This design comes from an exercise in tuning for small area, a short achievable clock period and few clock cycles on the open sky130 flow, not from production work.
At most, simulation tests tie the RTL to the original design; equivalence was not proved.
Only the layout flow was run in runs 2 and 3; the RTL was not checked for function there.

==> design/flow/design.v <==
`timescale 1ns/1ps
`default_nettype none
module md_slow_top (
	input  logic        clk_i,
	input  logic        rst_ni,
	input  logic        mult_en_i,
	input  logic        div_en_i,
	input  logic [1:0]  operator_i,
	input  logic [1:0]  signed_mode_i,
	input  logic [31:0] op_a_i,
	input  logic [31:0] op_b_i,
	output logic [31:0] result_o,
	output logic        valid_o
);
	localparam logic [2:0] S_IDLE = 3'd0;
	localparam logic [2:0] S_PREP = 3'd1;
	localparam logic [2:0] S_ITER = 3'd2;
	localparam logic [2:0] S_DONE = 3'd3;
	localparam logic [2:0] S_FIX  = 3'd4;
	logic [2:0]  st_q, st_d;
	logic [4:0]  cnt_q, cnt_d;
	logic [35:0] r_q, r_d;      
	logic [31:0] l_q, l_d;      
	logic [32:0] d_q;           
	logic [11:0] x_q, x_d;      
	logic [6:0]  bs_q, bs_d;    
	logic [4:0]  asel_q, asel_d;  
	logic        outl_q, outl_d;  
	logic        sa_q;          
	logic        sb_q;          
	logic [1:0]  op_q;          
	logic en;
	logic is_div;
	logic is_mulh;
	assign en      = mult_en_i | div_en_i;
	assign is_div  = operator_i[1];
	assign is_mulh = (operator_i == 2'd1);
	logic is_div_q, is_mulh_q;
	assign is_div_q  = op_q[1];
	assign is_mulh_q = (op_q == 2'd1);
	logic        sign_a, sign_b;
	logic [31:0] xa, xb, abs_b;
	logic        b_zero;
	assign sign_a = op_a_i[31] & signed_mode_i[0];
	assign sign_b = op_b_i[31] & signed_mode_i[1];
	assign xa     = op_a_i ^ {32{sign_a}};
	assign xb     = op_b_i ^ {32{sign_b}};
	assign abs_b  = xb + {31'd0, sign_b};
	assign b_zero = (op_b_i == 32'd0);
	logic [31:0] a_xs, b_xs;
	logic [3:0]  c0a, c0b, c0;
	logic        swap;
	assign a_xs = op_a_i ^ {32{op_a_i[31]}};
	assign b_xs = op_b_i ^ {32{op_b_i[31]}};
	always_comb begin
		c0a = 4'd7;
		c0b = 4'd7;
		for (int c = 6; c >= 0; c--) begin
			if ((a_xs >> (4*c+3)) == 32'd0) c0a = 4'(c);
			if ((b_xs >> (4*c+3)) == 32'd0) c0b = 4'(c);
		end
	end
	assign swap = (operator_i == 2'd0) & (c0a < c0b);
	assign c0   = swap ? c0a : c0b;
	always_ff @(posedge clk_i) begin
		d_q  <= is_div ? {1'b0, abs_b} : (swap ? {1'b0, op_b_i} : {sign_a, op_a_i});
		sa_q <= sign_a;
		sb_q <= sign_b;
	end
	function automatic logic [5:0] bitlen(input logic [31:0] x);
		logic [15:0] v2;
		logic [7:0]  v3;
		logic [3:0]  v4;
		logic [1:0]  v5;
		logic [15:0] p1;
		logic [15:0] p2;
		logic [11:0] p3;
		logic [7:0]  p4;
		logic [4:0]  p5;
		for (int i = 0; i < 16; i++) begin
			v2[i] = x[2*i+1] | x[2*i];
			p1[i] = x[2*i+1];
		end
		for (int i = 0; i < 8; i++) begin
			v3[i] = v2[2*i+1] | v2[2*i];
			p2[2*i +: 2] = v2[2*i+1] ? {1'b1, p1[2*i+1]} : {1'b0, p1[2*i]};
		end
		for (int i = 0; i < 4; i++) begin
			v4[i] = v3[2*i+1] | v3[2*i];
			p3[3*i +: 3] = v3[2*i+1] ? {1'b1, p2[4*i+2 +: 2]} : {1'b0, p2[4*i +: 2]};
		end
		for (int i = 0; i < 2; i++) begin
			v5[i] = v4[2*i+1] | v4[2*i];
			p4[4*i +: 4] = v4[2*i+1] ? {1'b1, p3[6*i+3 +: 3]} : {1'b0, p3[6*i +: 3]};
		end
		p5 = v5[1] ? {1'b1, p4[7:4]} : {1'b0, p4[3:0]};
		bitlen = (v5[1] | v5[0]) ? {1'b0, p5} + 6'd1 : 6'd0;
	endfunction
	logic [5:0] a_len, b_len;
	logic       q_zero;
	assign a_len  = bitlen(xa) + {5'd0, sign_a};
	assign b_len  = bitlen(xb);
	assign q_zero = (a_len < b_len);
	function automatic logic [2:0] booth_enc(input logic [2:0] b);
		logic one, two, neg;
		one = b[1] ^ b[0];
		two = (b[2] & ~b[1] & ~b[0]) | (~b[2] & b[1] & b[0]);
		neg = b[2] & ~(b[1] & b[0]);
		booth_enc = {neg, two, one};
	endfunction
	function automatic logic [35:0] booth_pp(input logic [32:0] a, input logic [2:0] s);
		logic [35:0] sel;
		sel = s[0] ? {{3{a[32]}}, a} : (s[1] ? {{2{a[32]}}, a, 1'b0} : 36'd0);
		booth_pp = s[2] ? ~sel : sel;
	endfunction
	logic [35:0] pp_hi, pp_lo, acc_in, row1, cs_s, cs_c, mul_sum;
	logic [36:0] mul_sum_x;
	logic        neg_hi, cin;
	assign pp_hi  = booth_pp(d_q, bs_q[5:3]);
	assign pp_lo  = booth_pp(d_q, bs_q[2:0]);
	assign neg_hi = bs_q[5];
	assign cin    = bs_q[5] | bs_q[6];
	always_comb begin
		acc_in = ({36{asel_q[0]}} & {r_q[31:0], 4'd0})
		       | ({36{asel_q[1]}} & {{4{r_q[35]}}, r_q[35:4]})
		       | ({36{asel_q[2]}} & {r_q[34:0], l_q[31]})
		       | ({36{asel_q[3]}} & (r_q ^ {36{sa_q}}))
		       | ({36{asel_q[4]}} & {4'hf, ~l_q});
	end
	assign row1      = {pp_hi[33:0], neg_hi, bs_q[2]};
	assign cs_s      = acc_in ^ row1 ^ pp_lo;
	assign cs_c      = (acc_in & row1) | (acc_in & pp_lo) | (row1 & pp_lo);
	assign mul_sum_x = {cs_s, 1'b1} + {cs_c[34:0], neg_hi, cin};
	assign mul_sum   = mul_sum_x[36:1];
	logic qb, fix;
	assign qb  = ~mul_sum[35];
	assign fix = op_q[0] ? (~qb | sa_q) : (sa_q ^ sb_q);
	logic [36:0] bx;
	logic [4:0]  chunk_d;
	logic [4:0]  nidx;
	logic        plus1_d;
	assign bx = {{4{sign_b}}, (swap ? op_a_i : op_b_i), 1'b0};
	always_comb begin
		if (st_q == S_IDLE) nidx = is_mulh ? 5'd0 : {1'b0, c0};
		else                nidx = is_mulh_q ? cnt_q + 5'd1 : cnt_q - 5'd1;
		chunk_d = 5'd0;
		for (int c = 0; c < 9; c++) begin
			if (nidx == 5'(c)) chunk_d = bx[4*c +: 5];
		end
		plus1_d = 1'b0;
		if (is_div) begin
			if (st_q == S_ITER && cnt_q == 5'd0) begin
				if (op_q[0]) chunk_d = ~qb ? (sa_q ? 5'b11110 : 5'b00001) : 5'b00000;
				else         chunk_d = 5'b00000;
				plus1_d = ~op_q[0] | sa_q;
			end else begin
				chunk_d = (st_q == S_ITER && mul_sum[35]) ? 5'b00001 : 5'b11110;
			end
		end
		bs_d = {plus1_d, booth_enc(chunk_d[4:2]), booth_enc(chunk_d[2:0])};
	end
	logic [6:0]  len_diff;
	logic [4:0]  j0;
	logic [31:0] rot, rmask, abs_a;
	logic [4:0]  rsh;
	assign len_diff = {1'b0, x_q[11:6]} - {1'b0, x_q[5:0]};
	assign j0       = len_diff[5] ? 5'd31 : len_diff[4:0];
	assign rsh      = j0;
	assign abs_a    = (r_q[31:0] ^ {32{sa_q}}) + {31'd0, sa_q};
	always_comb begin
		rot = {abs_a[0], abs_a[31:1]};
		if (rsh[0]) rot = {rot[0], rot[31:1]};
		if (rsh[1]) rot = {rot[1:0], rot[31:2]};
		if (rsh[2]) rot = {rot[3:0], rot[31:4]};
		if (rsh[3]) rot = {rot[7:0], rot[31:8]};
		if (rsh[4]) rot = {rot[15:0], rot[31:16]};
		for (int i = 0; i < 32; i++) begin
			rmask[i] = (6'(i) < (6'd31 - {1'b0, rsh}));
		end
	end
	always_comb begin
		st_d   = st_q;
		cnt_d  = cnt_q;
		r_d    = r_q;
		l_d    = l_q;
		x_d    = x_q;
		outl_d = outl_q;
		if (en) begin
			case (st_q)
				S_IDLE: begin
					if (!is_div) begin
						r_d    = '0;
						outl_d = 1'b0;
						cnt_d  = is_mulh ? 5'd0 : {1'b0, c0};
						st_d   = S_ITER;
					end else begin
						r_d    = {4'd0, op_a_i};
						l_d    = {32{b_zero}};
						x_d    = {a_len, b_len};
						outl_d = ~operator_i[0];
						st_d   = (b_zero | q_zero) ? S_DONE : S_PREP;
					end
				end
				S_PREP: begin
					r_d   = {4'd0, rot & rmask};
					l_d   = rot & ~rmask;
					cnt_d = j0;
					st_d  = S_ITER;
				end
				S_ITER: begin
					r_d = mul_sum;
					if (!is_div_q) begin
						if (is_mulh_q) begin
							cnt_d = cnt_q + 5'd1;
							if (cnt_q == 5'd8) st_d = S_DONE;
						end else begin
							cnt_d = cnt_q - 5'd1;
							if (cnt_q == 5'd0) st_d = S_DONE;
						end
					end else begin
						l_d   = {l_q[30:0], qb};
						cnt_d = cnt_q - 5'd1;
						if (cnt_q == 5'd0) begin
							st_d   = fix ? S_FIX : S_DONE;
							outl_d = ~op_q[0] & ~fix;
						end
					end
				end
				S_FIX: begin
					r_d    = mul_sum;
					outl_d = 1'b0;
					st_d   = S_DONE;
				end
				default: begin
					st_d = S_IDLE;
				end
			endcase
		end
	end
	always_comb begin
		case (st_q)
			S_IDLE:  asel_d = {3'b000, is_mulh, ~is_div & ~is_mulh};
			S_PREP:  asel_d = 5'b00100;
			S_ITER:  asel_d = (is_div_q && cnt_q == 5'd0) ? (op_q[0] ? 5'b01000 : 5'b10000) : asel_q;
			default: asel_d = asel_q;
		endcase
	end
	always_ff @(posedge clk_i or negedge rst_ni) begin
		if (!rst_ni) begin
			st_q <= S_IDLE;
		end else begin
			st_q <= st_d;
		end
	end
	always_ff @(posedge clk_i) begin
		cnt_q  <= cnt_d;
		r_q    <= r_d;
		l_q    <= l_d;
		x_q    <= x_d;
		outl_q <= outl_d;
		if (en && st_q == S_IDLE) op_q <= operator_i;
		if (en) asel_q <= asel_d;
		if (en) bs_q <= bs_d;
	end
	assign result_o = outl_q ? l_q : r_q[31:0];
	assign valid_o  = (st_q == S_DONE);
endmodule
`default_nettype wire
==> design/flow/run.sh <==
#!/bin/bash
# synth_recipe.tcl (not shown) runs the flow's synth.tcl, then flattens the netlist and writes it again
# the make line also repeats each setting of config.mk as NAME=value (left out here)
make -C /OpenROAD-flow-scripts/flow DESIGN_CONFIG=/design/flow/config.mk WORK_HOME=/design/flow/orfs CLKGATE_MAP_FILE= SYNTH_SCRIPT=/design/flow/synth_recipe.tcl finish
==> design/flow/config.mk <==
export PLATFORM = sky130hd
export DESIGN_NAME = md_slow_top
export DESIGN_NICKNAME = md_slow_top
export VERILOG_FILES = /design/flow/design.v
export SDC_FILE = /design/flow/constraint.sdc
export NUM_CORES = 4
export LEC_CHECK = 0
export ABC_AREA = 1
export CAP_MARGIN = 20
export CORE_MARGIN = 2
export CORE_UTILIZATION = 45
export SETUP_SLACK_MARGIN = 2.5
export SLEW_MARGIN = 20
==> design/flow/constraint.sdc <==
create_clock -name core_clock -period 8.0 [get_ports {clk_i}]
set_input_delay 1.6000 -clock core_clock [delete_from_list [all_inputs] [get_ports {clk_i}]]
set_output_delay 1.6000 -clock core_clock [all_outputs]
set_load 0.01 [all_outputs]
==> summary.txt, run 1 <==
Outcome
  • Outcome: timing/DRC/antenna clean

Critical path
  • Crit-path max FO: 7
  • Arrival time worst endpoint: 5.64 ns
  • Crit path launch type: primary input
  • Flop-to-flop setup slack: 2.82 ns
  • Category of the most critical setup path: in2reg
  • Critical Path End Type: flip-flop
  • Critical path data required time: slightly above 8 ns

Detailed routing
  • DRC: 0
  • Pre-Repair DR Iteration Count: 7
  • Average wire per standard cell: between 20 and 25 um
  • WL final: 86000 um
  • Total number of vias: between 20000 and 25000
  • Final ANT Viol Nets: 0
  • Vias per Instance: 6.05
  • Iter 0 DRT Violations: 3078

Finish
  • Layout Area Growth over Synthesis: 14.4%
  • Filler instances: 4333
  • Non-Filler Instances: ~3700
  • Final net count: 3265
  • Register Area: 3780 um^2
  • Share of cells above drive strength 1: 0.0891
  • Area occupied by multi-input gates: 13600 um^2
  • Post-route cell area: 21900 um^2
  • Finished Core Util: 0.521

Hold path
  • Worst Hold Class: reg2reg

Global route
  • Global Route Usage Sum: 0.378
  • First-pass GRT wire length: 124000 um
  • Residual overflow from global routing: 0
  • Antenna violations before repair: 6
  • Pin count of the biggest net entering global routing: ~80
  • Vias in the first global route: roughly 20000

Floorplan
  • Top-Level Pins: 105
  • Die height: 210 um
  • Core area: 41900 um^2
  • # rows: 75
  • Die area: 44100 um^2
  • Starting density of the core: 0.456
  • Die width: 210 um

Yosys
  • Main synth FF type: edfxtp_1
  • Count leader, synth: nand2_1
  • Largest area contributor in the synthesized netlist: edfxtp_1
  • Synth Register Bits: 138
  • Post-Syn Area: 19100 um^2
  • Unique cell type count in the Yosys netlist: 70
  • Post-synth top cells: 574 x nand2_1, 402 x o21ai_0, 397 x inv_1
  • Synth warn: 1
  • Post-synth EDFFs: 100
  • Synth top area share: 0.157
  • Async S/R FF share, synth: 0.0217
  • Seq/Total Area, Yosys: 0.198
  • Net count after synthesis: about 3200
  • Synthesized instance count: just over 3000
  • Synth top area cells: edfxtp_1 16%, nand2_1 11%, o21ai_0 11%
  • Syn_area_per_cell: between 6 and 7 um^2

Placed design
  • Placed instance count: 3571
  • IO Port Bufs: 104
  • Placed standard-cell area: just over 20000 um^2
  • Post-DP HPWL: 68600 um
  • Placer Congestion: 1.09

CTS
  • Clk latency of the worst-skew pair: 0.49 ns
  • Clock sink total: 138
  • CTS tree: done
  • Clk buf depth: 2
  • CTS root buffer: clkbuf_16
  • Number of CTS-inserted buffers: 17
  • Clock-pin slew on the worst setup and hold paths: 0.07 ns
  • # H-tree levels: 4

Timing
  • Worst Tran Pin Value: 0.925 ns
  • Final slew viol count: 0
  • RSZ-0062 raised after global routing: true
  • Final period utilization: 0.677
  • Final count of negative-setup-slack endpoints: 0
  • Min Tclk post-route: 5.42 ns
  • Hold violation total from the final report: 0
  • Layout Skew: 0.0172 ns
  • Final setup TNS: 0 ns
  • Max Clk Rate: between 150 and 200 MHz
  • Relative slew slack: 0.377

Flow run
  • Max-cap violations: 0
-- logic make-up after synthesis --
| family | share of synthesized area |
|---|---|
| AND/OR/NAND/NOR | 0.298 |
| adder cells (fa/ha/maj) | 0.0777 |
| AO/OA/AOI/OAI | 0.222 |
| buffers and inverters | 0.114 |
| multiplexers | 0.00367 |
| XOR/XNOR | 0.0873 |
| flip-flops | 0.198 |
-- area by class of cell --
class	instances	area share
Multi-Input combinational cell	2348	0.620
Sequential cell	138	0.173
Timing Repair Buffer	172	0.0741
Inverter	414	0.0741
Tap cell	539	0.0309
Clock buffer	18	0.0196
Clock inverter	14	0.00601
Timing Repair inverter	5	0.00137
Antenna cell	3	0.000343
-- per-layer routing --
metal / global-route usage / vias up / wire length, um
met5: 0 / - / 9
met4: 0.219 / 2 / 5710
met3: 0.0784 / 260 / 8220
met2: 0.591 / 1234 / 37800
met1: 0.485 / 10300 / 34400
li1: - / 10300 / -
-- final timing paths --
check                                 endpoint        startpoint  cells past startpoint
max in group asynchronous  st_q[2]$_DFFE_PN0P_            rst_ni                      1
max reg2reg                  r_q[34]$_DFFE_PP_      sa_q$_DFF_P_                     25
min reg2reg                  l_q[10]$_DFFE_PP_  l_q[9]$_DFFE_PP_                      2
max                          bs_q[0]$_DFFE_PN_         op_b_i[9]                     24
min                          l_q[10]$_DFFE_PP_  l_q[9]$_DFFE_PP_                      2
min in group asynchronous  st_q[1]$_DFFE_PN0P_            rst_ni                      1
-- worst max-delay path: stages --
cell and delay, ns:
clkdlybuf4s50_1 0.74, nand3_1 0.11, o21ai_0 0.33, nand2_1 0.17, a31oi_4 0.26, ha_1 0.27, nand2_1 0.08, nand2_1 0.07
nand2_2 0.12, nand2_4 0.12, nand2_1 0.12, nand4_1 0.13, nand2_2 0.17, nor2_4 0.07, buf_4 0.16, nand3b_1 0.08
o21ai_0 0.08, nor2_1 0.14, nand4_1 0.12, nand2_1 0.09, nand3_1 0.08, a21oi_1 0.18, inv_1 0.07, ha_1 0.29
-- state kept, by name (all words and copies together), names as in the netlist --
register / count
l_q: 32
op_q: 2
asel_q: 5
sb_q: 1
r_q: 36
bs_q: 7
cnt_q: 5
x_q: 12
st_q: 3
outl_q: 1
d_q: 33
sa_q: 1
-- timing repair --
item	CTS	global route
setup endpoints to repair	15	19
hold buffers	0	0
gates resized for setup	39	108
hold endpoints to repair	0	0
cloned	1	6
pin swaps	1	8
setup buffers	1	36
-- metrics by stage --
step / worst slack, ns / hold slack, ns
finish: 2.58 / 0.608
global route: 2.44 / 0.619
CTS: 2.48 / 0.600
detailed placement: 1.21 / 0.589
global placement: 1.33 / 0.585
floorplan: 2.92 / 0.551
-- placed cells by master, fill, tap and decap left out, types with 26 or more instances in the layout --
cell type	count
nand3_1	235
o21ai_0	397
ha_1	61
clkdlybuf4s50_1	79
inv_1	376
or2_2	26
a21oi_1	160
nor3_1	36
nand2_1	567
o21ai_1	35
dfxtp_1	34
xor2_1	138
nand4_1	53
xnor2_1	28
o22ai_1	68
nor2_1	275
fa_1	36
buf_4	64
edfxtp_1	100
Testbench counts, summed over its fixed seeds: cycles 19,363.
==> run 2: changes to the inputs <==
--- a/design/flow/design.v
+++ b/design/flow/design.v
@@ -69,3 +69,3 @@
 	end
-	function automatic logic [5:0] bitlen(input logic [31:0] x);
+	function automatic logic [5:0] msbpos(input logic [31:0] x);
 		logic [15:0] v2;
@@ -96,9 +96,12 @@
 		p5 = v5[1] ? {1'b1, p4[7:4]} : {1'b0, p4[3:0]};
-		bitlen = (v5[1] | v5[0]) ? {1'b0, p5} + 6'd1 : 6'd0;
+		msbpos = {v5[1] | v5[0], p5};
 	endfunction
-	logic [5:0] a_len, b_len;
+	logic [5:0] pa, pb;
+	logic [5:0] pdiff;
 	logic       q_zero;
-	assign a_len  = bitlen(xa) + {5'd0, sign_a};
-	assign b_len  = bitlen(xb);
-	assign q_zero = (a_len < b_len);
+	assign pa     = msbpos(xa);
+	assign pb     = msbpos(xb);
+	assign pdiff  = {1'b0, pb[4:0]} - {1'b0, pa[4:0]};
+	assign q_zero = pb[5] & (~pa[5] ? ({4'd0, sign_a} <= pb[4:0]) :
+			(~pdiff[5] & (pdiff[4:0] > {4'd0, sign_a})));
 	function automatic logic [2:0] booth_enc(input logic [2:0] b);
@@ -115,2 +118,9 @@
 	endfunction
+	logic [6:0]  bs;
+	always_comb begin
+		if (asel_q[2])      bs = {4'b0000, ~r_q[35], 2'b01};
+		else if (asel_q[3]) bs = {sa_q, 3'b000, r_q[35] & sa_q, 1'b0, r_q[35]};
+		else if (asel_q[4]) bs = 7'b1000000;
+		else                bs = bs_q;
+	end
 	logic [35:0] pp_hi, pp_lo, acc_in, row1, cs_s, cs_c, mul_sum;
@@ -118,6 +128,6 @@
 	logic        neg_hi, cin;
-	assign pp_hi  = booth_pp(d_q, bs_q[5:3]);
-	assign pp_lo  = booth_pp(d_q, bs_q[2:0]);
-	assign neg_hi = bs_q[5];
-	assign cin    = bs_q[5] | bs_q[6];
+	assign pp_hi  = booth_pp(d_q, bs[5:3]);
+	assign pp_lo  = booth_pp(d_q, bs[2:0]);
+	assign neg_hi = bs[5];
+	assign cin    = bs[5] | bs[6];
 	always_comb begin
@@ -129,3 +139,3 @@
 	end
-	assign row1      = {pp_hi[33:0], neg_hi, bs_q[2]};
+	assign row1      = {pp_hi[33:0], neg_hi, bs[2]};
 	assign cs_s      = acc_in ^ row1 ^ pp_lo;
@@ -150,11 +160,2 @@
 		plus1_d = 1'b0;
-		if (is_div) begin
-			if (st_q == S_ITER && cnt_q == 5'd0) begin
-				if (op_q[0]) chunk_d = ~qb ? (sa_q ? 5'b11110 : 5'b00001) : 5'b00000;
-				else         chunk_d = 5'b00000;
-				plus1_d = ~op_q[0] | sa_q;
-			end else begin
-				chunk_d = (st_q == S_ITER && mul_sum[35]) ? 5'b00001 : 5'b11110;
-			end
-		end
 		bs_d = {plus1_d, booth_enc(chunk_d[4:2]), booth_enc(chunk_d[2:0])};
@@ -165,3 +166,6 @@
 	logic [4:0]  rsh;
-	assign len_diff = {1'b0, x_q[11:6]} - {1'b0, x_q[5:0]};
+	logic [5:0] a_len, b_len;
+	assign a_len    = (x_q[11] ? {1'b0, x_q[10:6]} + 6'd1 : 6'd0) + {5'd0, sa_q};
+	assign b_len    = x_q[5] ? {1'b0, x_q[4:0]} + 6'd1 : 6'd0;
+	assign len_diff = {1'b0, a_len} - {1'b0, b_len};
 	assign j0       = len_diff[5] ? 5'd31 : len_diff[4:0];
@@ -198,3 +202,3 @@
 						l_d    = {32{b_zero}};
-						x_d    = {a_len, b_len};
+						x_d    = {pa, pb};
 						outl_d = ~operator_i[0];
==> run 2 against run 1 <==
Still clean. Hold slack got worse by 0.024 ns. Synthesized cell count fell by 2.4%. Design area fell by 0.53%. Die area fell by 0.48%. Final cell count fell by 2.3%. Sequential share of layout area barely moved. Fmax rose by 1.6%. Sequential cell count fell by 1.
==> summary.txt, run 2 <==
CTS
  • Clock sink total: 137 (was 138)
  • Clk latency of the worst-skew pair: 0.48 ns (was 0.49 ns)
  • # H-tree levels: 4 (unchanged)
  • CTS tree: done (unchanged)
  • Clock-pin slew on the worst setup and hold paths: 0.07 ns (about the same)
  • CTS root buffer: clkbuf_16 (unchanged)
  • Number of CTS-inserted buffers: 17 (unchanged)
  • Clk buf depth: 2 (unchanged)

Yosys
  • Main synth FF type: edfxtp_1 (unchanged)
  • Post-synth top cells: 608 x nand2_1, 407 x inv_1, 304 x o21ai_0 (was 574 x nand2_1, 402 x o21ai_0, 397 x inv_1)
  • Seq/Total Area, Yosys: 0.197 (was 0.198)
  • Synth top area share: 0.156 (was 0.157)
  • Async S/R FF share, synth: 0.0219 (was 0.0217)
  • Unique cell type count in the Yosys netlist: 69 (was 70)
  • Synth warn: 1 (unchanged)
  • Net count after synthesis: 3140 (was 3208)
  • Count leader, synth: nand2_1 (unchanged)
  • Largest area contributor in the synthesized netlist: edfxtp_1 (unchanged)
  • Post-synth EDFFs: 99 (was 100)
  • Synthesized instance count: 2965 (was 3039)
  • Synth Register Bits: 137 (was 138)
  • Post-Syn Area: 19000 um^2 (was 19100 um^2)
  • Synth top area cells: edfxtp_1 16%, nand2_1 12%, inv_1 8.0% (was edfxtp_1 16%, nand2_1 11%, o21ai_0 11%)
  • Syn_area_per_cell: 6.41 um^2 (was 6.29 um^2)

Floorplan
  • Starting density of the core: 0.454 (was 0.456)
  • Top-Level Pins: 105 (unchanged)
  • Die height: 210 um (about the same)
  • # rows: 75 (unchanged)
  • Die width: 210 um (about the same)
  • Core area: 41900 um^2 (about the same)
  • Die area: 43900 um^2 (was 44100 um^2)

Global route
  • Grt met3 use: 0.0705 (was 0.0784)
  • Pin count of the biggest net entering global routing: 94 (was 82)
  • Met2 usage in global routing: 0.616 (was 0.591)
  • Vias in the first global route: 20100 (was 19900)
  • First-pass GRT wire length: 127000 um (was 124000 um)
  • Global Route Usage Sum: 0.388 (was 0.378)
  • Antenna violations before repair: 5 (was 6)
  • GR Layer Usage met1: 0.495 (was 0.485)
  • Most crowded layer after global routing: met2 (unchanged)
  • Residual overflow from global routing: 0 (unchanged)

Timing
  • Final period utilization: 0.667 (was 0.677)
  • Relative slew slack: 0.212 (was 0.377)
  • Final slew viol count: 0 (unchanged)
  • Layout Skew: 0.0181 ns (was 0.0172 ns)
  • Final setup TNS: 0 ns (unchanged)
  • RSZ-0062 raised after global routing: true (unchanged)
  • Min Tclk post-route: 5.34 ns (was 5.42 ns)
  • Final count of negative-setup-slack endpoints: 0 (unchanged)
  • Hold violation total from the final report: 0 (unchanged)
  • Max Clk Rate: 187 MHz (was 185 MHz)
  • Worst Tran Pin Value: 1.18 ns (was 0.925 ns)
  • Hold Slack: 0.584 ns (was 0.608 ns)

Placed design
  • Post-DP HPWL: 69000 um (was 68600 um)
  • Placed standard-cell area: 20400 um^2 (was 20500 um^2)
  • Placed instance count: 3511 (was 3571)
  • IO Port Bufs: 104 (unchanged)
  • Placer Congestion: 1.05 (was 1.09)

Detailed routing
  • Average wire per standard cell: 24.4 um (was 23.6 um)
  • Total number of vias: 22000 (was 22100)
  • Final ANT Viol Nets: 0 (unchanged)
  • Pre-Repair DR Iteration Count: 9 (was 7)
  • Vias per Instance: 6.16 (was 6.05)
  • DRC: 0 (unchanged)
  • WL final: 87100 um (was 86000 um)
  • Iter 0 DRT Violations: 2978 (was 3078)

Hold path
  • Worst Hold Class: reg2reg (unchanged)
  • Hold path startpoint: st_q[1]$_DFFE_PN0P_ (was l_q[9]$_DFFE_PP_)

Finish
  • Max reg flops: 36 (unchanged)
  • Largest reg by FF count: r_q (unchanged)
  • Non-Filler Instances: 3568 (was 3651)
  • Commonest non-fill, non-tap cell in the layout: nand2_1 (unchanged)
  • Commonest cells after routing, fill and taps aside: 605 x nand2_1, 400 x inv_1, 295 x o21ai_0 (was 567 x nand2_1, 397 x o21ai_0, 376 x inv_1)
  • Share of cells above drive strength 1: 0.0782 (was 0.0891)
  • Final net count: 3191 (was 3265)
  • Post-route cell area: 21700 um^2 (was 21900 um^2)
  • Antenna cells: 0 (was 3)
  • Layout Area Growth over Synthesis: 14.3% (was 14.4%)
  • Largest registers: r_q: 36 flops, d_q: 33 flops, l_q: 32 flops (unchanged)

Critical path
  • Crit path launch type: primary input (unchanged)
  • RR Startpoint: asel_q[4]$_DFFE_PP_ (was sa_q$_DFF_P_)
  • Category of the most critical setup path: in2reg (unchanged)
  • Critical path data required time: 8.22 ns (about the same)
  • CP cell instances: clkdlybuf4s50_1 -> inv_1 -> nand3_1 -> o21ai_1 -> nand2_1 -> nor2_1 -> o21ai_2 -> ha_1 -> nand2_1 -> nand2_1 -> nand2_2 -> nand2_2 -> nand2_1 -> nand3_1 -> nand2_1 -> nand2_1 -> nand2_1 -> nor2_2 -> o211ai_1 -> nand2_1 -> nand3_2 -> ha_1 (was clkdlybuf4s50_1 -> nand3_1 -> o21ai_0 -> nand2_1 -> a31oi_4 -> ha_1 -> nand2_1 -> nand2_1 -> nand2_2 -> nand2_4 -> nand2_1 -> nand4_1 -> nand2_2 -> nor2_4 -> buf_4 -> nand3b_1 -> o21ai_0 -> nor2_1 -> nand4_1 -> nand2_1 -> nand3_1 -> a21oi_1 -> inv_1 -> ha_1)
  • Worst path bufs/invs: 2 (was 3)
  • CP delay by family, top: simple AND/OR/NAND/NOR gates (unchanged)
  • Top cell by count, worst path: nand2_1 (unchanged)
  • Arrival time worst endpoint: 5.55 ns (was 5.64 ns)
  • Crit-path max FO: 9 (was 7)
  • CP startpoint: op_a_i[9] (was op_b_i[9])
  • CP max-delay cell: clkdlybuf4s50_1 (unchanged)
  • Critical Path End Type: flip-flop (unchanged)
  • Critical Path Max Stage Delay: 0.52 ns (was 0.74 ns)

Outcome
  • Outcome: timing/DRC/antenna clean (unchanged)

Flow run
  • Max-cap violations: 0 (unchanged)
-- run 2: per-stage QoR --
stage                     utilization  setup WS, ns
after floorplan                     -          2.81
after global placement          0.489          1.17
after detailed placement        0.489          1.08
after CTS                       0.509          2.48
after global routing            0.519          2.43
final                           0.519          2.66
-- run 2: metal layers --
metal	routed length, um	share of wire	up-vias
met5	0	0	-
met4	5870	0.067	0
met3	8700	0.10	280
met2	38400	0.44	1397
met1	34100	0.39	10200
li1	-	-	10100
-- run 2: worst reg2reg max path, stage by stage, from the launching register on --
cell,delay (ns)
edfxtp_1,0.51
inv_1,0.26
buf_4,0.41
o22ai_1,0.15
a211oi_1,0.85
fa_1,0.54
inv_1,0.07
ha_1,0.27
a21oi_1,0.21
o21ai_0,0.10
inv_1,0.07
nand2_2,0.09
a21boi_0,0.16
inv_1,0.09
nand2_1,0.06
nand2_1,0.07
nand2_1,0.11
nor2_1,0.08
nand2_1,0.07
nand4_1,0.23
xnor2_4,0.35
nand2_1,0.11
nand2_1,0.11
nand2_1,0.07
nand3_1,0.10
nand2_1,0.05
nand2_1,0.06
-- run 2: kinds of logic (layout without fill, tap and decap cells) --
group / after synthesis / in the layout / share of synthesized area
muxes: 21 / 21 / 0.0111
xor gates and xnor gates: 182 / 182 / 0.0890
DFF: 137 / 137 / 0.197
AOI/OAI and AO/OA: 747 / 747 / 0.228
and+or+nand+nor: 1223 / 1225 / 0.279
buffers and inverters: 552 / 614 / 0.114
adders and majority gates: 103 / 103 / 0.0824
-- run 2: cell type report --
cell class	count	area (um^2)
Inverter	422	1610
Clock inverter	15	206
Fill cell	4277	20100
Clock buffer	17	425
Multi-Input combinational cell	2278	13500
Tap cell	539	674
Sequential cell	137	3750
Timing Repair Buffer	160	1590
-- run 2: worst paths after layout --
| path | endpoint | slack, ns | depth (start not counted) |
|---|---|---|---|
| max reg2reg | st_q[0]$_DFFE_PN0P_ | 2.68 | 26 |
| min in group asynchronous | st_q[0]$_DFFE_PN0P_ | 1.32 | 1 |
| max in group asynchronous | st_q[1]$_DFFE_PN0P_ | 6.53 | 1 |
| min reg2reg | st_q[1]$_DFFE_PN0P_ | 0.58 | 2 |
| max | bs_q[3]$_DFFE_PN_ | 2.66 | 22 |
| min | st_q[1]$_DFFE_PN0P_ | 0.58 | 2 |
-- run 2: what timing repair did --
item	in CTS	in global routing
gates resized for setup	38	93
setup endpoints to repair	20	49
gates cloned	1	1
buffers inserted	8	15
pin swaps	3	9
hold buffers	0	0
==> run 3: changes to the inputs <==
--- a/design/flow/design.v
+++ b/design/flow/design.v
@@ -119,8 +119,3 @@
 	logic [6:0]  bs;
-	always_comb begin
-		if (asel_q[2])      bs = {4'b0000, ~r_q[35], 2'b01};
-		else if (asel_q[3]) bs = {sa_q, 3'b000, r_q[35] & sa_q, 1'b0, r_q[35]};
-		else if (asel_q[4]) bs = 7'b1000000;
-		else                bs = bs_q;
-	end
+	assign bs = bs_q;
 	logic [35:0] pp_hi, pp_lo, acc_in, row1, cs_s, cs_c, mul_sum;
@@ -146,3 +141,3 @@
 	assign qb  = ~mul_sum[35];
-	assign fix = op_q[0] ? (~qb | sa_q) : (sa_q ^ sb_q);
+	assign fix = op_q[0] | (sa_q ^ sb_q);
 	logic [36:0] bx;
@@ -161,2 +156,12 @@
 		bs_d = {plus1_d, booth_enc(chunk_d[4:2]), booth_enc(chunk_d[2:0])};
+		if (is_div) begin
+			if (st_q == S_ITER && cnt_q == 5'd0) begin
+				if (op_q[0]) bs_d = {sa_q, 3'b000, mul_sum[35] & sa_q, 1'b0, mul_sum[35]};
+				else         bs_d = 7'b1000000;
+			end else if (st_q == S_ITER) begin
+				bs_d = {4'b0000, ~mul_sum[35], 2'b01};
+			end else begin
+				bs_d = 7'b0000101;
+			end
+		end
 	end
==> run 3 against run 2 <==
Still clean. Fmax fell by 1.3%. Critical path depth rose by 1. Setup slack got worse by 0.072 ns. First-iteration DRC count fell by 5.9%. Via count rose by 0.21%.
==> summary.txt, run 3 <==
Timing
  • Hold violation total from the final report: 0 (unchanged)
  • Worst Tran Pin Value: 1.02 ns (was 1.18 ns)
  • RSZ-0062 raised after global routing: true (unchanged)
  • Final count of negative-setup-slack endpoints: 0 (unchanged)
  • Min Tclk post-route: 5.41 ns (was 5.34 ns)
  • Final slew viol count: 0 (unchanged)
  • Final period utilization: 0.676 (was 0.667)
  • Relative slew slack: 0.319 (was 0.212)
  • Max Clk Rate: 185 MHz (was 187 MHz)
  • Final setup TNS: 0 ns (unchanged)
  • Layout Skew: 0.0113 ns (was 0.0181 ns)
  • Final setup margin: 2.59 ns (was 2.66 ns)

Yosys
  • Post-synth top cells: 556 x nand2_1, 412 x inv_1, 379 x o21ai_0 (was 608 x nand2_1, 407 x inv_1, 304 x o21ai_0)
  • Synth top area share: 0.156 (about the same)
  • Main synth FF type: edfxtp_1 (unchanged)
  • Async S/R FF share, synth: 0.0217 (was 0.0219)
  • Post-synthesis adder-cell area fraction: 0.0816 (was 0.0824)
  • Multiplexer share of the synthesized area: 0.00886 (was 0.0111)
  • Syn_area_per_cell: 6.39 um^2 (was 6.41 um^2)
  • Main combinational cell family by area after synthesis: simple AND/OR/NAND/NOR gates (unchanged)
  • Synthesized instance count: 3006 (was 2965)
  • Unique cell type count in the Yosys netlist: 72 (was 69)
  • Synth Area in XOR/XNOR: 0.0874 (was 0.0890)
  • Post-synth EDFFs: 100 (was 99)
  • Post-Syn Area: 19200 um^2 (was 19000 um^2)
  • Count leader, synth: nand2_1 (unchanged)
  • Synth top area cells: edfxtp_1 16%, nand2_1 11%, o21ai_0 9.9% (was edfxtp_1 16%, nand2_1 12%, inv_1 8.0%)
  • Synth Area in Compound Gates: 0.229 (was 0.228)
  • Synth Register Bits: 138 (was 137)
  • Seq/Total Area, Yosys: 0.197 (about the same)
  • Net count after synthesis: 3181 (was 3140)
  • Post-synthesis simple-gate area fraction: 0.280 (was 0.279)
  • Synth warn: 1 (unchanged)
  • Largest area contributor in the synthesized netlist: edfxtp_1 (unchanged)

Placed design
  • Post-DP HPWL: 68900 um (was 69000 um)
  • Placed standard-cell area: 20600 um^2 (was 20400 um^2)
  • IO Port Bufs: 104 (unchanged)
  • Worst slack at placement: 1.07 ns (was 1.08 ns)
  • Placer Congestion: 1.06 (was 1.05)

Floorplan
  • Starting density of the core: 0.457 (was 0.454)
  • Core area: 42000 um^2 (was 41900 um^2)
  • # rows: 75 (unchanged)
  • Die area: 44300 um^2 (was 43900 um^2)
  • Die width: 211 um (was 210 um)
  • Die height: 211 um (was 210 um)
  • Top-Level Pins: 105 (unchanged)

Finish
  • Area occupied by multi-input gates: 13500 um^2 (about the same)
  • Register Area: 3780 um^2 (was 3750 um^2)
  • Max reg flops: 36 (unchanged)
  • Largest registers: r_q: 36 flops, d_q: 33 flops, l_q: 32 flops (unchanged)
  • Antenna cells: 0 (unchanged)
  • Final net count: 3229 (was 3191)
  • Post-route cell area: 21800 um^2 (was 21700 um^2)
  • Commonest cells after routing, fill and taps aside: 554 x nand2_1, 391 x inv_1, 375 x o21ai_0 (was 605 x nand2_1, 400 x inv_1, 295 x o21ai_0)
  • Commonest non-fill, non-tap cell in the layout: nand2_1 (unchanged)
  • Largest reg by FF count: r_q (unchanged)
  • Filler instances: 4416 (was 4277)
  • Layout Area Growth over Synthesis: 13.5% (was 14.3%)
  • Share of cells above drive strength 1: 0.0796 (was 0.0782)

Detailed routing
  • Pre-Repair DR Iteration Count: 8 (was 9)
  • Vias per Instance: 6.11 (was 6.16)
  • DRC: 0 (unchanged)
  • Final ANT Viol Nets: 0 (unchanged)
  • Average wire per standard cell: 23.9 um (was 24.4 um)
  • WL final: 86000 um (was 87100 um)
  • Total number of vias: 22000 (about the same)
  • Iter 0 DRT Violations: 2801 (was 2978)

CTS
  • Clock sink total: 138 (was 137)
  • Clock-pin slew on the worst setup and hold paths: 0.06 ns (was 0.07 ns)
  • Clk buf depth: 2 (unchanged)
  • CTS root buffer: clkbuf_16 (unchanged)
  • Clk latency of the worst-skew pair: 0.45 ns (was 0.48 ns)
  • # H-tree levels: 4 (unchanged)
  • Number of CTS-inserted buffers: 17 (unchanged)
  • CTS tree: done (unchanged)
  • Hold buffers post-CTS: 0 (unchanged)

Critical path
  • Critical Path Max Stage Delay: 0.42 ns (was 0.52 ns)
  • Critical path data required time: 8.31 ns (was 8.22 ns)
  • Crit path launch type: primary input (unchanged)
  • Critical Path End Type: flip-flop (unchanged)
  • Top cell by count, worst path: nor2_1 (was nand2_1)
  • CP delay by family, top: compound AO/OA/AOI/OAI gates (was simple AND/OR/NAND/NOR gates)
  • Arrival time worst endpoint: 5.71 ns (was 5.55 ns)
  • Category of the most critical setup path: in2reg (unchanged)
  • CP cell instances: clkdlybuf4s15_2 -> nand2_4 -> clkinv_2 -> nor2_1 -> a21oi_1 -> nor2_1 -> nand3_1 -> nor3_1 -> inv_1 -> nor2_1 -> a21oi_1 -> ha_1 -> nand2_1 -> nor2_1 -> a211oi_1 -> inv_1 -> nand2_1 -> o2111ai_1 -> o32ai_1 -> nand2_1 -> a311oi_1 -> o211a_1 -> o21ai_1 (was clkdlybuf4s50_1 -> inv_1 -> nand3_1 -> o21ai_1 -> nand2_1 -> nor2_1 -> o21ai_2 -> ha_1 -> nand2_1 -> nand2_1 -> nand2_2 -> nand2_2 -> nand2_1 -> nand3_1 -> nand2_1 -> nand2_1 -> nand2_1 -> nor2_2 -> o211ai_1 -> nand2_1 -> nand3_2 -> ha_1)
  • CP max-delay cell: a21oi_1 (was clkdlybuf4s50_1)
  • Crit-path max FO: 16 (was 9)
  • Worst path bufs/invs: 4 (was 2)

Global route
  • Global Route Usage Sum: 0.379 (was 0.388)
  • Pin count of the biggest net entering global routing: 65 (was 94)
  • Antenna violations before repair: 0 (was 5)
  • First-pass GRT wire length: 125000 um (was 127000 um)
  • Residual overflow from global routing: 0 (unchanged)
  • Vias in the first global route: 20000 (was 20100)

Hold path
  • Worst Hold Class: reg2reg (unchanged)

Flow run
  • Max-cap violations: 0 (unchanged)

Outcome
  • Outcome: timing/DRC/antenna clean (unchanged)
run 3: changes by cell type in the layout (fill, tap and decap cells not counted), sizes merged, moves of 8 or more:
cell / change
o22ai: -32
o221ai: -10
nand3: +26
clkdlybuf4s50: -23
nand2: -51
xor2: +28
nand4: +18
xnor2: -33
clkinvlp: +14
clkinv: +8
o21ai: +79
nor2: +13
dlymetal6s2s: +15
run 3: cells by family after synthesis:
logic type,Yosys count
compound gates,781
simple gates,1220
buf+inv,570
flops,138
mux,17
xor+xnor,177
fa+ha+maj,103
run 3: area by class of cell:
class	count	area share
Multi-Input combinational cell	2300	0.620
Sequential cell	138	0.174
Inverter	436	0.0775
Timing Repair Buffer	157	0.0718
Tap cell	539	0.0309
Clock buffer	17	0.0195
Clock inverter	15	0.00574
Timing Repair inverter	4	0.000919
run 3: through the flow:
step,hold slack (ns),cells,util
after floorplan,0.517,3006,-
after global placement,0.547,3542,0.489
after detailed placement,0.562,3542,0.489
after CTS,0.577,3588,0.508
after global routing,0.616,3606,0.518
final,0.574,3606,0.518
run 3: worst paths after layout:
kind	from	end	slack (ns)	cells after the start
worst max-delay path	signed_mode_i[1]	st_q[1]$_DFFE_PN0P_	2.59	23
worst min-delay path	st_q[0]$_DFFE_PN0P_	st_q[0]$_DFFE_PN0P_	0.57	2
worst max register to register	x_q[1]$_DFFE_PP_	r_q[0]$_DFFE_PP_	2.72	21
worst min register to register	st_q[0]$_DFFE_PN0P_	st_q[0]$_DFFE_PN0P_	0.57	2
max in group asynchronous	rst_ni	st_q[2]$_DFFE_PN0P_	6.51	1
min in group asynchronous	rst_ni	st_q[1]$_DFFE_PN0P_	1.34	1
run 3: repair_timing:
item                                    in CTS  in global routing
endpoints found under the setup margin      36                 23
buffers inserted                            11                 13
hold endpoints to repair                     0                  0
cloned                                       3                  3
pin swaps                                    3                  5
gates resized for setup                     48                 88
run 3: worst min-delay path, cell delays in order (launching register included):
cell and delay, ns:
dfrtp_1 0.41, nand2_1 0.07, o21ai_0 0.06
run 3: routing by layer:
metal / wire (um) / vias up / track usage
met5: 0 / - / 0
met4: 6700 / 0 / 0.254
met3: 7150 / 269 / 0.0514
met2: 37900 / 1272 / 0.592
met1: 34200 / 10200 / 0.488
li1: - / 10200 / -
==> run 4: changes to the inputs <==
--- a/design/flow/design.v
+++ b/design/flow/design.v
@@ -25,3 +25,3 @@
 	logic [11:0] x_q, x_d;      
-	logic [6:0]  bs_q, bs_d;    
+	logic [7:0]  bs_q, bs_d;    
 	logic [4:0]  asel_q, asel_d;  
@@ -41,3 +41,3 @@
 	logic        sign_a, sign_b;
-	logic [31:0] xa, xb, abs_b;
+	logic [31:0] xa, xb;
 	logic        b_zero;
@@ -47,3 +47,2 @@
 	assign xb     = op_b_i ^ {32{sign_b}};
-	assign abs_b  = xb + {31'd0, sign_b};
 	assign b_zero = (op_b_i == 32'd0);
@@ -65,3 +64,3 @@
 	always_ff @(posedge clk_i) begin
-		d_q  <= is_div ? {1'b0, abs_b} : (swap ? {1'b0, op_b_i} : {sign_a, op_a_i});
+		d_q  <= is_div ? {1'b0, xb} : (swap ? {1'b0, op_b_i} : {sign_a, op_a_i});
 		sa_q <= sign_a;
@@ -118,3 +117,3 @@
 	endfunction
-	logic [6:0]  bs;
+	logic [7:0]  bs;
 	assign bs = bs_q;
@@ -123,6 +122,6 @@
 	logic        neg_hi, cin;
-	assign pp_hi  = booth_pp(d_q, bs[5:3]);
-	assign pp_lo  = booth_pp(d_q, bs[2:0]);
-	assign neg_hi = bs[5];
-	assign cin    = bs[5] | bs[6];
+	assign pp_hi  = booth_pp(d_q, bs[6:4]);
+	assign pp_lo  = booth_pp(d_q, bs[3:1]);
+	assign neg_hi = bs[6];
+	assign cin    = bs[6] | bs[7];
 	always_comb begin
@@ -134,3 +133,3 @@
 	end
-	assign row1      = {pp_hi[33:0], neg_hi, bs[2]};
+	assign row1      = {pp_hi[33:0], neg_hi, bs[0]};
 	assign cs_s      = acc_in ^ row1 ^ pp_lo;
@@ -155,11 +154,13 @@
 		plus1_d = 1'b0;
-		bs_d = {plus1_d, booth_enc(chunk_d[4:2]), booth_enc(chunk_d[2:0])};
+		bs_d = {plus1_d, booth_enc(chunk_d[4:2]), booth_enc(chunk_d[2:0]), 1'b0};
+		bs_d[0] = bs_d[3];
 		if (is_div) begin
 			if (st_q == S_ITER && cnt_q == 5'd0) begin
-				if (op_q[0]) bs_d = {sa_q, 3'b000, mul_sum[35] & sa_q, 1'b0, mul_sum[35]};
-				else         bs_d = 7'b1000000;
+				if (op_q[0]) bs_d = {sa_q, 3'b000, mul_sum[35] & sa_q, 1'b0, mul_sum[35],
+						mul_sum[35] & (sa_q ^ sb_q)};
+				else         bs_d = 8'b10000000;
 			end else if (st_q == S_ITER) begin
-				bs_d = {4'b0000, ~mul_sum[35], 2'b01};
+				bs_d = {4'b0000, ~mul_sum[35], 2'b01, ~mul_sum[35] ^ sb_q};
 			end else begin
-				bs_d = 7'b0000101;
+				bs_d = {4'b0000, 3'b101, ~sign_b};
 			end
==> run 4 against run 3 <==
Critical path type is now reg2reg. Via count fell by 3.2%. Highest routed layer unchanged. Largest cell class unchanged. Die area fell by 3.2%. Register-to-register slack got worse by 0.02 ns. Synthesized area fell by 3.3%.
==> summary.txt, run 4 <==
Outcome
  • Outcome: timing/DRC/antenna clean (unchanged)

CTS
  • Number of CTS-inserted buffers: 17 (unchanged)
  • CTS root buffer: clkbuf_16 (unchanged)
  • Clock sink total: 139 (was 138)
  • CTS tree: done (unchanged)
  • Hold buffers post-CTS: 0 (unchanged)
  • Clk buf depth: 2 (unchanged)
  • Clock-pin slew on the worst setup and hold paths: 0.07 ns (was 0.06 ns)
  • # H-tree levels: 4 (unchanged)
  • Clk latency of the worst-skew pair: 0.45 ns (about the same)

Finish
  • Commonest cells after routing, fill and taps aside: 616 x nand2_1, 398 x o21ai_0, 391 x inv_1 (was 554 x nand2_1, 391 x inv_1, 375 x o21ai_0)
  • Area occupied by multi-input gates: 12800 um^2 (was 13500 um^2)
  • Largest reg by FF count: r_q (unchanged)
  • Filler instances: 4281 (was 4416)
  • Post-route cell area: 20900 um^2 (was 21800 um^2)
  • Antenna cells: 0 (unchanged)
  • Commonest non-fill, non-tap cell in the layout: nand2_1 (unchanged)
  • Layout Area Growth over Synthesis: 12.7% (was 13.5%)
  • Max reg flops: 36 (unchanged)
  • Finished Core Util: 0.514 (was 0.518)
  • Register Area: 3810 um^2 (was 3780 um^2)
  • Share of cells above drive strength 1: 0.0626 (was 0.0796)
  • Final net count: 3149 (was 3229)
  • Largest registers: r_q: 36 flops, d_q: 33 flops, l_q: 32 flops (unchanged)

Yosys
  • Post-Syn Area: 18600 um^2 (was 19200 um^2)
  • Synth top area share: 0.163 (was 0.156)
  • Async S/R FF share, synth: 0.0216 (was 0.0217)
  • Synth Register Bits: 139 (was 138)
  • Synthesized instance count: 2937 (was 3006)
  • Main synth FF type: edfxtp_1 (unchanged)
  • Post-synthesis simple-gate area fraction: 0.277 (was 0.280)
  • Post-synth EDFFs: 101 (was 100)
  • Seq/Total Area, Yosys: 0.205 (was 0.197)
  • Multiplexer share of the synthesized area: 0.00701 (was 0.00886)
  • Main combinational cell family by area after synthesis: simple AND/OR/NAND/NOR gates (unchanged)
  • Net count after synthesis: 3111 (was 3181)
  • Unique cell type count in the Yosys netlist: 66 (was 72)
  • Post-synth top cells: 619 x nand2_1, 402 x o21ai_0, 400 x inv_1 (was 556 x nand2_1, 412 x inv_1, 379 x o21ai_0)
  • Syn_area_per_cell: 6.32 um^2 (was 6.39 um^2)
  • Synth warn: 1 (unchanged)
  • Largest area contributor in the synthesized netlist: edfxtp_1 (unchanged)
  • Count leader, synth: nand2_1 (unchanged)
  • Post-synthesis adder-cell area fraction: 0.0841 (was 0.0816)
  • Synth Area in Compound Gates: 0.226 (was 0.229)
  • Synth Area in XOR/XNOR: 0.0837 (was 0.0874)
  • Synth top area cells: edfxtp_1 16%, nand2_1 13%, o21ai_0 11% (was edfxtp_1 16%, nand2_1 11%, o21ai_0 9.9%)

Detailed routing
  • Average wire per standard cell: 23.8 um (was 23.9 um)
  • DRC: 0 (unchanged)
  • Vias per Instance: 6.06 (was 6.11)
  • Iter 0 DRT Violations: 2845 (was 2801)
  • Final ANT Viol Nets: 0 (unchanged)
  • Total number of vias: 21300 (was 22000)
  • Pre-Repair DR Iteration Count: 9 (was 8)
  • WL final: 83900 um (was 86000 um)

Timing
  • Layout Skew: 0.0154 ns (was 0.0113 ns)
  • Final period utilization: 0.662 (was 0.676)
  • Final setup margin: 2.70 ns (was 2.59 ns)
  • Min Tclk post-route: 5.30 ns (was 5.41 ns)
  • Final slew viol count: 0 (unchanged)
  • Relative slew slack: 0.341 (was 0.319)
  • Max Clk Rate: 189 MHz (was 185 MHz)
  • Hold violation total from the final report: 0 (unchanged)
  • RSZ-0062 raised after global routing: false (was true)
  • Final count of negative-setup-slack endpoints: 0 (unchanged)
  • Worst Tran Pin Value: 0.988 ns (was 1.02 ns)
  • Final setup TNS: 0 ns (unchanged)

Critical path
  • Arrival time worst endpoint: 5.49 ns (was 5.71 ns)
  • Crit-path max FO: 12 (was 16)
  • Critical Path Max Stage Delay: 0.59 ns (was 0.42 ns)
  • Worst path bufs/invs: 5 (was 4)
  • CP max-delay cell: dfxtp_4 (was a21oi_1)
  • Critical path data required time: 8.19 ns (was 8.31 ns)
  • Category of the most critical setup path: reg2reg (was in2reg)
  • CP delay by family, top: compound AO/OA/AOI/OAI gates (unchanged)
  • Critical Path End Type: flip-flop (unchanged)
  • Crit path launch type: flip-flop (was primary input)

Global route
  • First-pass GRT wire length: 121000 um (was 125000 um)
  • Pin count of the biggest net entering global routing: 74 (was 65)
  • Residual overflow from global routing: 0 (unchanged)
  • Vias in the first global route: 19500 (was 20000)
  • Antenna violations before repair: 5 (was 0)
  • Global Route Usage Sum: 0.373 (was 0.379)

Floorplan
  • # rows: 74 (was 75)
  • Core area: 40700 um^2 (was 42000 um^2)
  • Die width: 207 um (was 211 um)
  • Die area: 42900 um^2 (was 44300 um^2)
  • Die height: 207 um (was 211 um)
  • Starting density of the core: 0.456 (was 0.457)
  • Top-Level Pins: 105 (unchanged)

Placed design
  • Worst slack at placement: 1.02 ns (was 1.07 ns)
  • Post-DP HPWL: 67200 um (was 68900 um)
  • IO Port Bufs: 104 (unchanged)
  • Placer Congestion: 1.08 (was 1.06)
  • Placed standard-cell area: 19900 um^2 (was 20600 um^2)

Hold path
  • Worst Hold Class: reg2reg (unchanged)

Flow run
  • Max-cap violations: 0 (unchanged)
-- run 4: cell count changes after synthesis, moves of 7 or more --
cell,previous run,this run
nand2_1,556,619
nor2_1,272,237
o21ai_0,379,402
nand3_1,213,194
xnor2_1,28,44
nand4_1,54,39
inv_1,412,400
o31ai_1,14,3
o211ai_1,35,25
inv_2,16,8
o32ai_1,8,1
or2_1,9,2
xor2_1,135,128
xor2_2,10,3
-- run 4: cells by family after synthesis --
group	Yosys count
simple gates	1198
buf+inv	550
xor+xnor	175
flops	139
mux	13
compound gates	760
fa+ha+maj	102
-- run 4: repair_timing --
action,CTS,global route
gates resized for setup,26,51
endpoints found under the setup margin,10,21
pin swaps,1,4
gates cloned,1,4
setup buffers,4,14
-- run 4: worst register-to-register path, stage by stage, from the launching register on --
cell      delay, ns
dfxtp_4        0.59
xor2_2         0.31
inv_1          0.18
o21ai_0        0.32
inv_1          0.12
fa_1           0.54
inv_1          0.04
ha_1           0.37
nand2_1        0.10
nand2_1        0.07
nand3_1        0.07
nand2_1        0.09
nand2_1        0.08
o211ai_1       0.13
a211o_1        0.29
a21oi_1        0.11
inv_1          0.09
a21oi_1        0.30
o21a_1         0.16
inv_1          0.05
a21oi_1        0.19
o21ai_0        0.17
o21ai_0        0.24
a21oi_1        0.15
a21oi_1        0.18
o21ai_1        0.08
-- run 4: path summary, 6_finish.rpt --
kind	to	startpoint	cells past startpoint	slack (ns)
max	r_q[26]$_DFFE_PP_	sa_q$_DFF_P_	25	2.70
min	st_q[1]$_DFFE_PN0P_	st_q[1]$_DFFE_PN0P_	2	0.57
max reg2reg	r_q[26]$_DFFE_PP_	sa_q$_DFF_P_	25	2.70
min reg2reg	st_q[1]$_DFFE_PN0P_	st_q[1]$_DFFE_PN0P_	2	0.57
max in group asynchronous	st_q[2]$_DFFE_PN0P_	rst_ni	1	6.49
min in group asynchronous	st_q[0]$_DFFE_PN0P_	rst_ni	1	1.34
-- run 4: stage by stage --
step | std cells | hold slack [ns]
3_5_place_dp | 3464 | 0.559
4_1_cts | 3501 | 0.575
3_3_place_gp | 3464 | 0.551
2_1_floorplan | 2937 | 0.517
5_1_grt | 3520 | 0.602
6_report | 3520 | 0.573
-- run 4: cell type report --
| cell class | instances | area share |
|---|---|---|
| Multi-Input combinational cell | 2251 | 0.612 |
| Sequential cell | 139 | 0.182 |
| Inverter | 414 | 0.0752 |
| Timing Repair Buffer | 150 | 0.0699 |
| Tap cell | 532 | 0.0318 |
| Clock buffer | 20 | 0.0218 |
| Clock inverter | 12 | 0.00658 |
| Timing Repair inverter | 2 | 0.000598 |
-- run 4: layer usage --
metal,share of wire,vias to the layer above,track usage,wire [um]
li1,-,9879,-,-
met1,0.39,9962,0.477,33100
met2,0.45,1246,0.592,37500
met3,0.096,235,0.0690,8090
met4,0.063,0,0.214,5320
met5,0,-,0,0
Testbench counts of run 4, summed over its fixed seeds: cycles 19,450.
==> run 5: changes to the inputs <==
--- a/design/flow/design.v
+++ b/design/flow/design.v
@@ -190,2 +190,4 @@
 	end
+	logic fix_done;
+	assign fix_done = (st_q == S_FIX) & op_q[0] & ~r_q[35] & ~sa_q;
 	always_comb begin
@@ -239,5 +241,9 @@
 				S_FIX: begin
-					r_d    = mul_sum;
 					outl_d = 1'b0;
-					st_d   = S_DONE;
+					if (fix_done) begin
+						st_d = S_IDLE;
+					end else begin
+						r_d  = mul_sum;
+						st_d = S_DONE;
+					end
 				end
@@ -275,3 +281,3 @@
 	assign result_o = outl_q ? l_q : r_q[31:0];
-	assign valid_o  = (st_q == S_DONE);
+	assign valid_o  = (st_q == S_DONE) | fix_done;
 endmodule
==> run 5 against run 4 <==
Still clean. Sequential share of layout area is essentially flat. Die area fell by 0.73%. Setup slack lost 0.048 ns.
==> summary.txt, run 5 <==
Yosys
  • Main synth FF type: edfxtp_1 (unchanged)
  • Seq/Total Area, Yosys: 0.207 (was 0.205)
  • Async S/R FF share, synth: 0.0216 (unchanged)
  • Syn_area_per_cell: 6.43 um^2 (was 6.32 um^2)
  • Count leader, synth: nand2_1 (unchanged)
  • Post-Syn Area: 18400 um^2 (was 18600 um^2)
  • Net count after synthesis: 3040 (was 3111)
  • Synth warn: 1 (unchanged)
  • Synth top area share: 0.165 (was 0.163)
  • Largest area contributor in the synthesized netlist: edfxtp_1 (unchanged)
  • Post-synth top cells: 568 x nand2_1, 378 x inv_1, 356 x o21ai_0 (was 619 x nand2_1, 402 x o21ai_0, 400 x inv_1)
  • Synthesized instance count: 2866 (was 2937)
  • Synth Register Bits: 139 (unchanged)
  • Synth top area cells: edfxtp_1 16%, nand2_1 12%, o21ai_0 9.7% (was edfxtp_1 16%, nand2_1 13%, o21ai_0 11%)
  • Unique cell type count in the Yosys netlist: 68 (was 66)
  • Post-synth EDFFs: 101 (unchanged)

Floorplan
  • Starting density of the core: 0.453 (was 0.456)
  • Top-Level Pins: 105 (unchanged)
  • Die height: 206 um (was 207 um)
  • Die area: 42600 um^2 (was 42900 um^2)
  • Die width: 206 um (was 207 um)
  • Core area: 40600 um^2 (was 40700 um^2)
  • # rows: 74 (unchanged)

Critical path
  • Critical Path Max Stage Delay: 0.72 ns (was 0.59 ns)
  • CP cell instances: clkdlybuf4s50_1 -> nand3_1 -> o21ai_2 -> nand2_1 -> nor2_2 -> ha_1 -> nand2_2 -> nand2_4 -> nand2_1 -> nand4_1 -> nand2_2 -> nor2_4 -> buf_4 -> nand3b_1 -> nand3_1 -> o21ai_2 -> nand4_4 -> nor2_2 -> inv_1 -> ha_1 -> inv_1 -> nor2_1
  • Critical Path End Type: flip-flop (unchanged)
  • WP depth: 22 (was 25)
  • RR Startpoint: asel_q[1]$_DFFE_PP_ (was sa_q$_DFF_P_)
  • Flop-to-flop setup slack: 2.83 ns (was 2.70 ns)
  • Crit-path max FO: 6 (was 12)
  • Worst Setup EP: bs_q[4]$_SDFFCE_PP0N_ (was r_q[26]$_DFFE_PP_)
  • CP startpoint: op_b_i[21] (was sa_q$_DFF_P_)
  • CP max-delay cell: clkdlybuf4s50_1 (was dfxtp_4)
  • CP delay by family, top: simple AND/OR/NAND/NOR gates (was compound AO/OA/AOI/OAI gates)
  • Worst path bufs/invs: 4 (was 5)
  • Critical path data required time: 8.17 ns (was 8.19 ns)
  • R2R Path End: bs_q[0]$_DFFE_PN_ (was r_q[26]$_DFFE_PP_)
  • Category of the most critical setup path: in2reg (was reg2reg)
  • Reg2Reg Depth: 27 (was 25)
  • Crit path launch type: primary input (was flip-flop)
  • Arrival time worst endpoint: 5.51 ns (was 5.49 ns)

CTS
  • CTS tree: done (unchanged)
  • Clock-pin slew on the worst setup and hold paths: 0.06 ns (was 0.07 ns)
  • Hold buffers post-CTS: 0 (unchanged)
  • Number of CTS-inserted buffers: 17 (unchanged)
  • Clock sink total: 139 (unchanged)
  • # H-tree levels: 4 (unchanged)
  • Clk latency of the worst-skew pair: 0.45 ns (about the same)
  • CTS root buffer: clkbuf_16 (unchanged)
  • Clk buf depth: 2 (unchanged)

Finish
  • Max reg flops: 36 (unchanged)
  • Area occupied by multi-input gates: 12800 um^2 (about the same)
  • Non-Filler Instances: 3463 (was 3520)
  • Register Area: 3810 um^2 (unchanged)
  • Post-route cell area: 21000 um^2 (was 20900 um^2)
  • Filler instances: 4189 (was 4281)
  • Commonest non-fill, non-tap cell in the layout: nand2_1 (unchanged)
  • Share of cells above drive strength 1: 0.0799 (was 0.0626)
  • Layout Area Growth over Synthesis: 13.7% (was 12.7%)
  • Largest registers: r_q: 36 flops, d_q: 33 flops, l_q: 32 flops (unchanged)
  • Commonest cells after routing, fill and taps aside: 565 x nand2_1, 364 x inv_1, 346 x o21ai_0 (was 616 x nand2_1, 398 x o21ai_0, 391 x inv_1)
  • Final net count: 3089 (was 3149)
  • Largest reg by FF count: r_q (unchanged)

Outcome
  • Outcome: timing/DRC/antenna clean (unchanged)

Detailed routing
  • WL final: 80100 um (was 83900 um)
  • WL met1: 33000 um (was 33100 um)
  • Vias per Instance: 5.97 (was 6.06)
  • Final ANT Viol Nets: 0 (unchanged)
  • DRC: 0 (unchanged)
  • Average wire per standard cell: 23.1 um (was 23.8 um)
  • Met3 WL: 6810 um (was 8090 um)
  • Top sig layer: met5 (was met4)
  • Total number of vias: 20700 (was 21300)
  • Met2 wire length: 36100 um (was 37500 um)
  • Iter 0 DRT Violations: 2329 (was 2845)
  • Pre-Repair DR Iteration Count: 6 (was 9)

Timing
  • Max Clk Rate: 187 MHz (was 189 MHz)
  • Hold violation total from the final report: 0 (unchanged)
  • RSZ-0062 raised after global routing: true (was false)
  • Relative slew slack: 0.116 (was 0.341)
  • Worst Tran Pin Value: 1.31 ns (was 0.988 ns)
  • Hold Slack: 0.591 ns (was 0.573 ns)
  • Final setup TNS: 0 ns (unchanged)
  • Layout Skew: 0.0150 ns (was 0.0154 ns)
  • Min Tclk post-route: 5.35 ns (was 5.30 ns)
  • Final count of negative-setup-slack endpoints: 0 (unchanged)
  • Final slew viol count: 0 (unchanged)
  • Final setup margin: 2.65 ns (was 2.70 ns)
  • Final period utilization: 0.668 (was 0.662)

Placed design
  • Worst slack at placement: 1.27 ns (was 1.02 ns)
  • Placed instance count: 3399 (was 3464)
  • Post-DP HPWL: 65200 um (was 67200 um)
  • Placed standard-cell area: 19800 um^2 (was 19900 um^2)
  • Placer Congestion: 1.00 (was 1.08)
  • IO Port Bufs: 104 (unchanged)

Global route
  • Global Route Usage Sum: 0.370 (was 0.373)
  • First-pass GRT wire length: 116000 um (was 121000 um)
  • Residual overflow from global routing: 0 (unchanged)
  • Pin count of the biggest net entering global routing: 72 (was 74)
  • Vias in the first global route: 18500 (was 19500)
  • Antenna violations before repair: 4 (was 5)

Flow run
  • Max-cap violations: 0 (unchanged)

Hold path
  • Worst Hold Class: reg2reg (unchanged)
==> run 5: cell types whose count changed after synthesis, sizes merged, moves of 8 or more <==
cell	before	now
nor3	40	32
nor2	250	236
nand2	633	582
a21oi	163	154
o21ai	430	416
inv	408	393
o211ai	28	45
nand3	196	211
==> run 5: logic make-up after synthesis <==
| kind of cell | count (synthesis) | share of synthesized area |
|---|---|---|
| mux | 11 | 0.00597 |
| fa+ha+maj | 102 | 0.0847 |
| simple gates | 1140 | 0.269 |
| xor+xnor | 186 | 0.0912 |
| buf+inv | 536 | 0.115 |
| flops | 139 | 0.207 |
| compound gates | 752 | 0.228 |
==> run 5: how the worst min path moves through the flow <==
| stage | depth (start not counted) | end | startpoint | slack [ns] |
|---|---|---|---|---|
| final | 2 | st_q[2]$_DFFE_PN0P_ | st_q[2]$_DFFE_PN0P_ | 0.59 |
| after global routing | 1 | st_q[1]$_DFFE_PN0P_ | st_q[1]$_DFFE_PN0P_ | 0.63 |
| after CTS | 2 | st_q[2]$_DFFE_PN0P_ | st_q[2]$_DFFE_PN0P_ | 0.59 |
| after detailed placement | 2 | st_q[2]$_DFFE_PN0P_ | st_q[2]$_DFFE_PN0P_ | 0.58 |
| after global placement | 1 | st_q[1]$_DFFE_PN0P_ | st_q[1]$_DFFE_PN0P_ | 0.57 |
| after floorplan | 1 | st_q[1]$_DFFE_PN0P_ | st_q[1]$_DFFE_PN0P_ | 0.53 |
==> run 5: layout make-up <==
cell class	count	share of cell area
Clock inverter	7	0.00227
Inverter	399	0.0733
Tap cell	532	0.0317
Multi-Input combinational cell	2191	0.608
Timing Repair Buffer	164	0.0754
Clock buffer	25	0.0262
Antenna cell	3	0.000358
Sequential cell	139	0.182
Timing Repair inverter	3	0.000716
==> run 5: worst reg2reg max path, delay by kind of cell, from the launching register on <==
kind | cells | cell delay [ns]
buf+inv | 3 | 0.46
flops | 1 | 0.53
compound gates | 8 | 1.60
simple gates | 13 | 1.38
fa+ha+maj | 2 | 0.82
xor+xnor | 1 | 0.15
==> run 5: through the flow <==
stage / util
final: 0.516
after global routing: 0.516
after detailed placement: 0.487
after global placement: 0.487
after floorplan: -
after CTS: 0.505
==> run 5: routing by layer <==
| metal | up-vias | track usage |
|---|---|---|
| li1 | 9724 | - |
| met3 | 189 | 0.0672 |
| met1 | 9747 | 0.480 |
| met4 | 4 | 0.172 |
| met5 | - | 0 |
| met2 | 998 | 0.593 |
==> run 5: what timing repair did <==
| item | 4_1_cts | 5_1_grt |
|---|---|---|
| setup endpoints to repair | 12 | 62 |
| pin swaps | 1 | 11 |
| buffers inserted | 6 | 20 |
| gates cloned | 2 | 1 |
| resized for setup | 20 | 94 |
Testbench counts of run 5, summed over its fixed seeds: cycles 19,363.

[separate check: timing with driven ports]
The results above use ideal ports. As a check the final layouts listed here were re-extracted and re-timed, cells and wires unchanged.
Step 1 (the two cells are an assumption about what drives the block):
set clk [get_ports {clk_i}]
set_driving_cell -lib_cell sky130_fd_sc_hd__clkbuf_16 $clk
set_driving_cell -lib_cell sky130_fd_sc_hd__buf_2 [delete_from_list [all_inputs] $clk]
Step 2, shift: input delay + t, output delay - t, t = (earliest + latest rising clock arrival at the registers) / 2. This alone moves slack from input paths to output paths.
Slacks: ideal / step 1 / step 2; pairs: ideal / step 1.
run | shift t [ns] | setup slack, ns | hold slack, ns | worst setup path after step 2
run 1 | 0.538 | 2.580 / 2.614 / 2.076 | 0.608 / 0.608 / 0.608 | input to register
run 2 | 0.518 | 2.664 / 2.678 / 2.175 | 0.584 / 0.584 / 0.584 | input to register
run 3 | 0.511 | 2.593 / 2.622 / 2.111 | 0.574 / 0.574 / 0.574 | input to register
run 4 | 0.496 | 2.702 / 2.702 / 2.251 | 0.573 / 0.573 / 0.573 | input to register
run 5 | 0.504 | 2.655 / 2.681 / 2.177 | 0.591 / 0.591 / 0.591 | input to register
After both steps setup and hold are still met in every run listed. The setup slack of run 1, which loses most, moves by +0.034 ns with the drivers and by -0.504 ns with both steps.
